Source: an optimization exercise on an open RTL-to-GDS flow (aim: small area, a short achievable clock period and few clock cycles). Production flows keep margins and buffers that such runs may drop.
Function was checked by simulation only, so behaviour that the tests miss may differ from the original.

`flow/config.mk`:
```
export PLATFORM = sky130hd
export DESIGN_NAME = cnn_accel_top
export DESIGN_NICKNAME = cnn_accel_top
export VERILOG_FILES = /design/flow/design.v
export SDC_FILE = /design/flow/constraint.sdc
export NUM_CORES = 4
export LEC_CHECK = 0
export CAP_MARGIN = 20
export CORE_MARGIN = 2
export CORE_UTILIZATION = 40
export SLEW_MARGIN = 20
```
`flow/constraint.sdc`:
```
create_clock -name core_clock -period 15.0 [get_ports {clk}]
set_input_delay 3.0000 -clock core_clock [delete_from_list [all_inputs] [get_ports {clk}]]
set_output_delay 3.0000 -clock core_clock [all_outputs]
set_load 0.01 [all_outputs]
```
`flow/design.v`:
```
`default_nettype none
package cnn_pkg;
	localparam int MAX_DIM   = 16;    
	localparam int DIM_W     = 5;
	localparam int IMG_DEPTH = 256;   
	localparam int IMG_AW    = 8;
	localparam int PIX_W     = 8;
	localparam int N_KERN    = 4;
	localparam int N_TAPS    = 9;     
	localparam int TAP_W     = 4;
	localparam int BIAS_W    = 16;
	localparam int ACC_W     = 32;
	localparam int REG_AW    = 6;
	localparam int DATA_W    = 32;
	localparam logic [REG_AW-1:0] REG_DIM         = 6'd0;   
	localparam logic [REG_AW-1:0] REG_LAYER_CFG   = 6'd1;   
	localparam logic [REG_AW-1:0] REG_START       = 6'd2;
	localparam logic [REG_AW-1:0] REG_DONE        = 6'd3;
	localparam logic [REG_AW-1:0] REG_IMG_INDEX   = 6'd4;
	localparam logic [REG_AW-1:0] REG_IMG_DATA    = 6'd5;   
	localparam logic [REG_AW-1:0] REG_BIAS_BASE   = 6'd8;   
	localparam logic [REG_AW-1:0] REG_WEIGHT_BASE = 6'd16;  
	localparam logic [4:0] RESET_BIAS_SHIFT = 5'd9;
	localparam logic [2:0] RESET_ACT_SHIFT  = 3'd7;
	localparam logic ACT_RELU   = 1'b0;   
	localparam logic ACT_LINEAR = 1'b1;   
	localparam logic [1:0] SEQ_IDLE  = 2'd0;
	localparam logic [1:0] SEQ_RUN   = 2'd1;
	localparam logic [1:0] SEQ_DRAIN = 2'd2;
	localparam logic [1:0] BUS_IDLE      = 2'd0;
	localparam logic [1:0] BUS_ACK       = 2'd1;
	localparam logic [1:0] BUS_WAIT_DROP = 2'd2;
endpackage
`default_nettype wire
`timescale 1ns/1ps
`default_nettype none
import cnn_pkg::*;
module image_buffer (
	input  wire logic              clk,
	input  wire logic              we_i,
	input  wire logic [IMG_AW-1:0] waddr_i,
	input  wire logic [PIX_W-1:0]  wdata_i,
	input  wire logic [IMG_AW-1:0] raddr_i,
	output      logic [PIX_W-1:0]  rdata_o
);
	logic [PIX_W-1:0] mem [IMG_DEPTH];
	always_ff @(posedge clk) begin
		if (we_i) begin
			mem[waddr_i] <= wdata_i;
		end
	end
	always_ff @(posedge clk) begin
		rdata_o <= mem[raddr_i];
	end
endmodule
`default_nettype wire
`timescale 1ns/1ps
`default_nettype none
import cnn_pkg::*;
module reg_bank (
	input  wire logic                                    clk,
	input  wire logic                                    rstn,
	input  wire logic                                    req_i,
	input  wire logic                                    we_i,
	input  wire logic [REG_AW-1:0]                       addr_i,
	input  wire logic [DATA_W-1:0]                       wdata_i,
	input  wire logic                                    layer_done_i,
	output      logic                                    ack_o,
	output      logic [DATA_W-1:0]                       rdata_o,
	output      logic [DIM_W-1:0]                        width_o,
	output      logic [DIM_W-1:0]                        height_o,
	output      logic                                    act_type_o,
	output      logic [4:0]                              bias_shift_o,
	output      logic [2:0]                              act_shift_o,
	output      logic [N_KERN-1:0][BIAS_W-1:0]           bias_o,
	output      logic [N_TAPS-1:0][N_KERN-1:0][PIX_W-1:0] weight_o,
	output      logic                                    start_o,
	output      logic                                    img_we_o,
	output      logic [IMG_AW-1:0]                       img_waddr_o,
	output      logic [PIX_W-1:0]                        img_wdata_o
);
	logic [1:0]        bus_state_q;
	logic              access;    
	logic              wr;
	logic [IMG_AW:0]   img_idx_q;  
	logic [DATA_W-1:0] rd_mux;
	assign access = (bus_state_q == BUS_IDLE) && req_i;
	assign wr     = access && we_i;
	assign ack_o  = (bus_state_q != BUS_IDLE);
	always_ff @(posedge clk or negedge rstn) begin
		if (!rstn) begin
			bus_state_q <= BUS_IDLE;
		end else begin
			case (bus_state_q)
				BUS_IDLE:      if (req_i) bus_state_q <= BUS_ACK;
				BUS_ACK:       bus_state_q <= req_i ? BUS_WAIT_DROP : BUS_IDLE;
				BUS_WAIT_DROP: if (!req_i) bus_state_q <= BUS_IDLE;
				default:       bus_state_q <= BUS_IDLE;
			endcase
		end
	end
	always_ff @(posedge clk or negedge rstn) begin
		if (!rstn) begin
			width_o      <= DIM_W'(MAX_DIM);
			height_o     <= DIM_W'(MAX_DIM);
			act_type_o   <= ACT_RELU;
			bias_shift_o <= RESET_BIAS_SHIFT;
			act_shift_o  <= RESET_ACT_SHIFT;
			img_idx_q    <= '0;
		end else if (wr) begin
			case (addr_i)
				REG_DIM: begin
					width_o  <= wdata_i[DIM_W-1:0];
					height_o <= wdata_i[16+DIM_W-1:16];
				end
				REG_LAYER_CFG: begin
					act_type_o   <= wdata_i[3];
					bias_shift_o <= wdata_i[12:8];
					act_shift_o  <= wdata_i[15:13];
				end
				REG_IMG_INDEX: img_idx_q <= wdata_i[IMG_AW:0];
				REG_IMG_DATA:  img_idx_q <= img_idx_q + 1'b1;
				default: ;
			endcase
		end
	end
	always_ff @(posedge clk) begin
		if (wr) begin
			for (int k = 0; k < N_KERN; k++) begin
				if (addr_i == REG_BIAS_BASE + REG_AW'(k)) bias_o[k] <= wdata_i[BIAS_W-1:0];
			end
			for (int t = 0; t < N_TAPS; t++) begin
				if (addr_i == REG_WEIGHT_BASE + REG_AW'(t)) weight_o[t] <= wdata_i;
			end
		end
	end
	assign start_o     = wr && (addr_i == REG_START) && wdata_i[0];
	assign img_we_o    = wr && (addr_i == REG_IMG_DATA);
	assign img_waddr_o = img_idx_q[IMG_AW-1:0];
	assign img_wdata_o = wdata_i[PIX_W-1:0];
	always_comb begin
		rd_mux = '0;
		case (addr_i)
			REG_DIM:       rd_mux = {{(16-DIM_W){1'b0}}, height_o, {(16-DIM_W){1'b0}}, width_o};
			REG_LAYER_CFG: rd_mux = {16'b0, act_shift_o, bias_shift_o, 4'b0, act_type_o, 3'b0};
			REG_DONE:      rd_mux = {{(DATA_W-1){1'b0}}, layer_done_i};
			REG_IMG_INDEX: rd_mux = DATA_W'(img_idx_q);
			default: ;
		endcase
		for (int k = 0; k < N_KERN; k++) begin
			if (addr_i == REG_BIAS_BASE + REG_AW'(k)) rd_mux = DATA_W'(bias_o[k]);
		end
		for (int t = 0; t < N_TAPS; t++) begin
			if (addr_i == REG_WEIGHT_BASE + REG_AW'(t)) rd_mux = weight_o[t];
		end
	end
	always_ff @(posedge clk) begin
		if (access && !we_i) begin
			rdata_o <= rd_mux;
		end
	end
endmodule
`default_nettype wire
`timescale 1ns/1ps
`default_nettype none
import cnn_pkg::*;
module frame_sequencer (
	input  wire logic              clk,
	input  wire logic              rstn,
	input  wire logic              start_i,
	input  wire logic [DIM_W-1:0]  width_i,
	input  wire logic [DIM_W-1:0]  height_i,
	output      logic [IMG_AW-1:0] raddr_o,
	output      logic              pad_o,
	output      logic              tap_first_o,
	output      logic              tap_last_o,
	output      logic              layer_done_o
);
	logic [1:0]       state_q;
	logic [DIM_W-1:0] row_q;
	logic [DIM_W-1:0] col_q;
	logic [TAP_W-1:0] tap_q;
	logic [1:0]       tr;      
	logic [1:0]       tc;      
	logic [DIM_W:0]   nr_p1;   
	logic [DIM_W:0]   nc_p1;
	logic             pad;
	logic             run;
	assign run = (state_q == SEQ_RUN);
	always_comb begin
		tr    = (tap_q >= TAP_W'(6)) ? 2'd2 : (tap_q >= TAP_W'(3)) ? 2'd1 : 2'd0;
		tc    = 2'(tap_q - TAP_W'(3) * TAP_W'(tr));
		nr_p1 = {1'b0, row_q} + {{(DIM_W-1){1'b0}}, tr};
		nc_p1 = {1'b0, col_q} + {{(DIM_W-1){1'b0}}, tc};
		pad   = (nr_p1 == '0) || (nr_p1 > {1'b0, height_i}) ||
		        (nc_p1 == '0) || (nc_p1 > {1'b0, width_i});
	end
	assign raddr_o = IMG_AW'(nr_p1 - 1'b1) * IMG_AW'(width_i) + IMG_AW'(nc_p1 - 1'b1);
	always_ff @(posedge clk or negedge rstn) begin
		if (!rstn) begin
			state_q      <= SEQ_IDLE;
			row_q        <= '0;
			col_q        <= '0;
			tap_q        <= '0;
			layer_done_o <= 1'b0;
		end else begin
			case (state_q)
				SEQ_IDLE: begin
					if (start_i) begin
						state_q      <= SEQ_RUN;
						row_q        <= '0;
						col_q        <= '0;
						tap_q        <= '0;
						layer_done_o <= 1'b0;
					end
				end
				SEQ_RUN: begin
					if (tap_q == TAP_W'(N_TAPS-1)) begin
						tap_q <= '0;
						if (col_q == width_i - 1'b1) begin
							col_q <= '0;
							if (row_q == height_i - 1'b1) begin
								row_q   <= '0;
								state_q <= SEQ_DRAIN;   
							end else begin
								row_q <= row_q + 1'b1;
							end
						end else begin
							col_q <= col_q + 1'b1;
						end
					end else begin
						tap_q <= tap_q + 1'b1;
					end
				end
				SEQ_DRAIN: begin
					state_q      <= SEQ_IDLE;
					layer_done_o <= 1'b1;
				end
				default: state_q <= SEQ_IDLE;
			endcase
		end
	end
	always_ff @(posedge clk or negedge rstn) begin
		if (!rstn) begin
			pad_o       <= 1'b0;
			tap_first_o <= 1'b0;
			tap_last_o  <= 1'b0;
		end else begin
			pad_o       <= run && pad;
			tap_first_o <= run && (tap_q == '0);
			tap_last_o  <= run && (tap_q == TAP_W'(N_TAPS-1));
		end
	end
endmodule
`default_nettype wire
`timescale 1ns/1ps
`default_nettype none
import cnn_pkg::*;
module conv_kernel (
	input  wire logic                         clk,
	input  wire logic                         rstn,
	input  wire logic [PIX_W-1:0]             pix_i,
	input  wire logic                         pad_i,
	input  wire logic                         tap_first_i,
	input  wire logic                         tap_last_i,
	input  wire logic [N_TAPS-1:0][PIX_W-1:0] weight_i,
	input  wire logic [BIAS_W-1:0]            bias_i,
	input  wire logic [4:0]                   bias_shift_i,
	input  wire logic [2:0]                   act_shift_i,
	input  wire logic                         act_type_i,
	output      logic [PIX_W-1:0]             act_o,
	output      logic                         vld_o
);
	logic        [TAP_W-1:0]   tap_cnt_q;   
	logic        [TAP_W-1:0]   tap_sel;
	logic signed [PIX_W:0]     pix_s;       
	logic signed [2*PIX_W:0]   prod;
	logic signed [ACC_W-1:0]   acc_q;
	logic signed [ACC_W-1:0]   acc_nxt;
	logic signed [ACC_W-1:0]   bias_ext;
	logic signed [ACC_W-1:0]   total;
	logic signed [ACC_W-1:0]   scaled;
	logic        [PIX_W-1:0]   act_nxt;
	always_comb begin
		tap_sel = tap_first_i ? '0 : tap_cnt_q;
		pix_s   = pad_i ? '0 : $signed({1'b0, pix_i});
		prod    = pix_s * $signed(weight_i[tap_sel]);
		acc_nxt = (tap_first_i ? '0 : acc_q) + ACC_W'(prod);
	end
	always_comb begin
		bias_ext = ACC_W'($signed(bias_i)) <<< bias_shift_i;
		total    = acc_nxt + bias_ext;
		scaled   = total >>> act_shift_i;
		if (act_type_i == ACT_RELU) begin
			if (scaled < 0)
				act_nxt = '0;
			else if (scaled > 255)
				act_nxt = 8'hff;
			else
				act_nxt = scaled[PIX_W-1:0];
		end else begin
			if (scaled < -128)
				act_nxt = 8'h80;
			else if (scaled > 127)
				act_nxt = 8'h7f;
			else
				act_nxt = scaled[PIX_W-1:0];   
		end
	end
	always_ff @(posedge clk or negedge rstn) begin
		if (!rstn) begin
			tap_cnt_q <= '0;
			vld_o     <= 1'b0;
		end else begin
			vld_o <= tap_last_i;
			if (tap_first_i)
				tap_cnt_q <= TAP_W'(1);
			else if (tap_last_i)
				tap_cnt_q <= '0;
			else if (tap_cnt_q != '0)
				tap_cnt_q <= tap_cnt_q + 1'b1;
		end
	end
	always_ff @(posedge clk) begin
		acc_q <= acc_nxt;
		if (tap_last_i) begin
			act_o <= act_nxt;
		end
	end
endmodule
`default_nettype wire
`timescale 1ns/1ps
`default_nettype none
import cnn_pkg::*;
module cnn_accel_top (
	input  wire logic                      clk,
	input  wire logic                      rstn,
	input  wire logic                      req_i,
	input  wire logic                      we_i,
	input  wire logic [REG_AW-1:0]         addr_i,
	input  wire logic [DATA_W-1:0]         wdata_i,
	output      logic                      ack_o,
	output      logic [DATA_W-1:0]         rdata_o,
	output      logic [N_KERN*PIX_W-1:0]   out_pixel_o,
	output      logic                      out_valid_o
);
	logic [DIM_W-1:0]                        width;
	logic [DIM_W-1:0]                        height;
	logic                                    act_type;
	logic [4:0]                              bias_shift;
	logic [2:0]                              act_shift;
	logic [N_KERN-1:0][BIAS_W-1:0]           bias;
	logic [N_TAPS-1:0][N_KERN-1:0][PIX_W-1:0] weight;
	logic                                    start;
	logic                                    img_we;
	logic [IMG_AW-1:0]                       img_waddr;
	logic [PIX_W-1:0]                        img_wdata;
	logic [IMG_AW-1:0]                       raddr;
	logic [PIX_W-1:0]                        pix;
	logic                                    pad;
	logic                                    tap_first;
	logic                                    tap_last;
	logic                                    layer_done;
	logic [N_KERN-1:0][N_TAPS-1:0][PIX_W-1:0] kern_w;    
	logic [N_KERN-1:0][PIX_W-1:0]            kern_act;
	logic [N_KERN-1:0]                       kern_vld;
	reg_bank i_reg_bank (
		.clk          (clk),
		.rstn         (rstn),
		.req_i        (req_i),
		.we_i         (we_i),
		.addr_i       (addr_i),
		.wdata_i      (wdata_i),
		.layer_done_i (layer_done),
		.ack_o        (ack_o),
		.rdata_o      (rdata_o),
		.width_o      (width),
		.height_o     (height),
		.act_type_o   (act_type),
		.bias_shift_o (bias_shift),
		.act_shift_o  (act_shift),
		.bias_o       (bias),
		.weight_o     (weight),
		.start_o      (start),
		.img_we_o     (img_we),
		.img_waddr_o  (img_waddr),
		.img_wdata_o  (img_wdata)
	);
	image_buffer i_image_buffer (
		.clk     (clk),
		.we_i    (img_we),
		.waddr_i (img_waddr),
		.wdata_i (img_wdata),
		.raddr_i (raddr),
		.rdata_o (pix)
	);
	frame_sequencer i_frame_sequencer (
		.clk          (clk),
		.rstn         (rstn),
		.start_i      (start),
		.width_i      (width),
		.height_i     (height),
		.raddr_o      (raddr),
		.pad_o        (pad),
		.tap_first_o  (tap_first),
		.tap_last_o   (tap_last),
		.layer_done_o (layer_done)
	);
	for (genvar k = 0; k < N_KERN; k++) begin : g_kern
		for (genvar t = 0; t < N_TAPS; t++) begin : g_tap
			assign kern_w[k][t] = weight[t][k];   
		end
		conv_kernel i_conv_kernel (
			.clk          (clk),
			.rstn         (rstn),
			.pix_i        (pix),
			.pad_i        (pad),
			.tap_first_i  (tap_first),
			.tap_last_i   (tap_last),
			.weight_i     (kern_w[k]),
			.bias_i       (bias[k]),
			.bias_shift_i (bias_shift),
			.act_shift_i  (act_shift),
			.act_type_i   (act_type),
			.act_o        (kern_act[k]),
			.vld_o        (kern_vld[k])
		);
	end
	assign out_pixel_o = kern_act;
	assign out_valid_o = kern_vld[0];
endmodule
`default_nettype wire
```
`flow/run.sh`:
```
#!/bin/bash
# synth_recipe.tcl (not shown) runs the flow's synth.tcl, then flattens the netlist and writes it again
# the make line also repeats each setting of config.mk as NAME=value (left out here)
make -C /OpenROAD-flow-scripts/flow DESIGN_CONFIG=/design/flow/config.mk WORK_HOME=/design/flow/orfs CLKGATE_MAP_FILE= SYNTH_SCRIPT=/design/flow/synth_recipe.tcl finish
```
==> notes.md <==
[metrics by stage]
stage / worst slack, ns / area (µm²) / hold WS [ns] / util, %
2_1_floorplan: 2.57 / 140000 / 0.471 / -
3_3_place_gp: 1.29 / 147000 / 0.518 / 42.0
3_5_place_dp: 1.21 / 147000 / 0.526 / 42.0
4_1_cts: 1.18 / 156000 / 0.538 / 44.8
5_1_grt: 0.107 / 156000 / 0.581 / 44.8
6_report: 0.979 / 156000 / 0.532 / 44.8
[cells in the final DEF (no fill, tap or decap), types with 260 or more instances in the layout]
cell,instances
edfxtp_1,2464
nor2_1,1012
mux4_2,724
nand2_1,536
a21oi_1,529
inv_1,483
ha_1,423
o21ai_0,357
clkbuf_16,303
xnor2_1,260
[metal layers]
layer	routed length (µm)	vias to the layer above	share of wire (%)
li1	-	39859	-
met1	165000	46614	40
met2	203000	3840	49
met3	32000	763	7.7
met4	17000	6	4.1
met5	39	-	0.0093
[synthesized netlist by cell type, drive strengths merged (51+ instances only)]
library cell  count
nand2           537
a211oi          103
a21oi           536
o21a             82
clkbuf          364
mux2i           226
nand4            51
mux4            724
fa              175
a31oi            92
xor2             96
edfxtp         2464
nor2           1026
ha              426
mux2            137
nand2b          104
dfrtp            60
nand3           172
and3             57
nor3            113
buf             167
inv             492
xnor2           273
o21ai           387
and2             94
o211ai           59
a21o            116
nor2b           166
dfxtp           136
o22ai            68
[cell type report]
| cell class | count | area, µm² |
|---|---|---|
| Clock buffer | 373 | 7910 |
| Sequential cell | 2667 | 78400 |
| Clock inverter | 161 | 1620 |
| Inverter | 499 | 1880 |
| Antenna cell | 8 | 20.0 |
| Tap cell | 4599 | 5750 |
| Multi-Input combinational cell | 6596 | 58200 |
| Fill cell | 30786 | 193000 |
| Timing Repair Buffer | 281 | 2500 |
[path summary, 6_finish.rpt]
path	startpoint	endpoint	slack (ns)	depth (start not counted)
min	i_frame_sequencer.tap_q[3]$_DFFE_PN0P_	i_frame_sequencer.tap_first_o$_DFF_PN0_	0.53	1
max	i_frame_sequencer.tap_first_o$_DFF_PN0_	g_kern[3].i_conv_kernel.act_o[3]$_DFFE_PP_	0.98	52
min in group asynchronous	rstn	g_kern[0].i_conv_kernel.vld_o$_DFF_PN0_	2.07	1
min reg2reg	i_frame_sequencer.tap_q[3]$_DFFE_PN0P_	i_frame_sequencer.tap_first_o$_DFF_PN0_	0.53	1
max in group asynchronous	rstn	i_reg_bank.bias_shift_o[1]$_DFFE_PN0P_	11.73	2
max reg2reg	i_frame_sequencer.tap_first_o$_DFF_PN0_	g_kern[3].i_conv_kernel.act_o[3]$_DFFE_PP_	0.98	52
[registers in the layout, indices dropped and copies added (netlist names), 4 cells and up]
signal,count
i_image_buffer.mem,2048
i_reg_bank.weight_o,288
g_kern.i_conv_kernel.acc_q,128
i_reg_bank.bias_o,64
g_kern.i_conv_kernel.act_o,32
i_reg_bank.rdata_o,32
g_kern.i_conv_kernel.tap_cnt_q,16
i_reg_bank.img_idx_q,9
i_image_buffer.rdata_o,8
i_frame_sequencer.col_q,5
i_frame_sequencer.row_q,5
i_reg_bank.bias_shift_o,5
i_reg_bank.height_o,5
i_reg_bank.width_o,5
i_frame_sequencer.tap_q,4
[kinds of logic after synthesis]
family,count (synthesis)
mux,1087
xor+xnor,382
flops,2667
fa+ha+maj,608
compound gates,1989
simple gates,2530
buf+inv,1030
==> results.toml <==
[sta]
fmax_mhz = 71.3
setup_viol_count_final = 0
skew_ns = 0.0578
fin_crit_ns = 14.02
hold_violations = 0
rsz0062_at_grt = "no"
slew_viol_final = 0
fin_crit_sh_pct = 93.5
fin_tns_setup_ns = 0
worst_slew_pin_slew_ns = 1.26
slew-limit-headroom_pct = 16.2

[grt]
grt_pass1_wl_um = 616000
grtUsageTotal_pct = 23.1
use_met2_pct = 38.8
use_met3_pct = 3.75
first_global_vias = 91527
overflow = 0
met1_usage_pct = 30.2
gr-max-usage-layer = "met2"
antenna_found_initial = 16
grt_start_max_net_pins = 143

[critical_path]
crit_type = "reg -> reg"
critPathMaxFanout = 21
critical-path-slowest-cell = "a2111oi_0"
crit_path_frequent_cell = "nor2_1"
cp-start-kind = "register"
worst_path_dominant_cell_family = "compound AO/OA/AOI/OAI gates"
cp.arrival_ns = 14.71
end_kind = "register"
max_stage_delay_ns = 0.68
worst-path-buf-inv = 8
cp.required_ns = 15.69

[layout]
area_growth_syn_to_layout_pct = 11.4
drive_above_1_share_pct = 15.7
fin_nets = 10981
fin_cells = 15184

[detailed_routing]
wl_per_cell_um = 27.5
first_pass_iters = 9
drc = 0
vias = 91082
finalWirelength_um = 417000
drt_iter0_markers = 9493
ant_nets = 0
routed_via_density = 6.00

[logic_synthesis]
synth_fa_ha_area_share_pct = 6.35
async_flop_share_pct = 2.51
syn_nets = 10936
ys_seq_elements = 2667
syn_area_um2 = 140000
synth_area_per_cell_um2 = 13.6
synth_edf_count = 2464
yosys_warnings = 4
synthXorXnorAreaFrac_pct = 2.61
seq_area_frac_synth_pct = 55.9
synth_ff_type = "edfxtp_1"
syn_inst = 10293
muxShareOfSynthArea_pct = 14.3
synth-simple-area-share_pct = 8.46
synth_top_family_by_area = "multiplexers"
synth-compound-area-share_pct = 9.52
synth_top_area_cell = "edfxtp_1"
yosysTopAreaCellShare_pct = 52.7
synth_area_leaders = "edfxtp_1, mux4_2, ha_1"
synth.distinct_cells = 139

[floorplanning]
core_region_area_um2 = 349000
rows = 217
dieArea_um2 = 356000
die_y_um = 596
die_x_um = 596
start_util_pct = 40.2
io_pins = 108

[flow_run]
drv_cap = 0

[clock_network]
cts.path.max_buffers = 4
postCtsSetupRepairBufs = 0
clk_latency_ns = 0.90
clock_sinks = 2667
h-tree-depth = 5
path_clk_slew_ns = 0.05
ctsResizeCount = 0
cts_buffers = 293
cts_tree = "built"
clockRootBuffer = "clkbuf_16"
holdBufCountCts = 0

[worst_hold_path]
hp-class = "reg -> reg"

[placed_design]
portBuffers = 107
routabilityCongestion = 0.976
place_inst = 14642
post-dp-hpwl_um = 283000

[status]
status = "timing/DRC/antenna clean"
Testbench counts, summed over its fixed seeds: cycles 42,803.

==> re-timing with driven ports <==
How much do the figures lean on ideal ports? The routed layout below was timed once more, with nothing changed but the port constraints.
Step 1 (the two cells are an assumption about what drives the block):
set clk [get_ports {clk}]
set_driving_cell -lib_cell sky130_fd_sc_hd__clkbuf_16 $clk
set_driving_cell -lib_cell sky130_fd_sc_hd__buf_2 [delete_from_list [all_inputs] $clk]
Step 2 moves the port delays by t, midway between the first and last clock arrival at a register: inputs arrive t later, outputs are due t later. That takes back most of the time a late clock gives input paths.
Slacks: ideal ports / drivers / drivers and shift; pairs: ideal ports / drivers.
t, ns: 0.978
setup WS [ns]: 0.979 / 0.979 / 0.979
worst slew at a driven data input, ns: 0.14
After both steps setup and hold are still met in this run. The setup slack of this run moves by 0.000 ns with the drivers and by 0.000 ns with both steps.
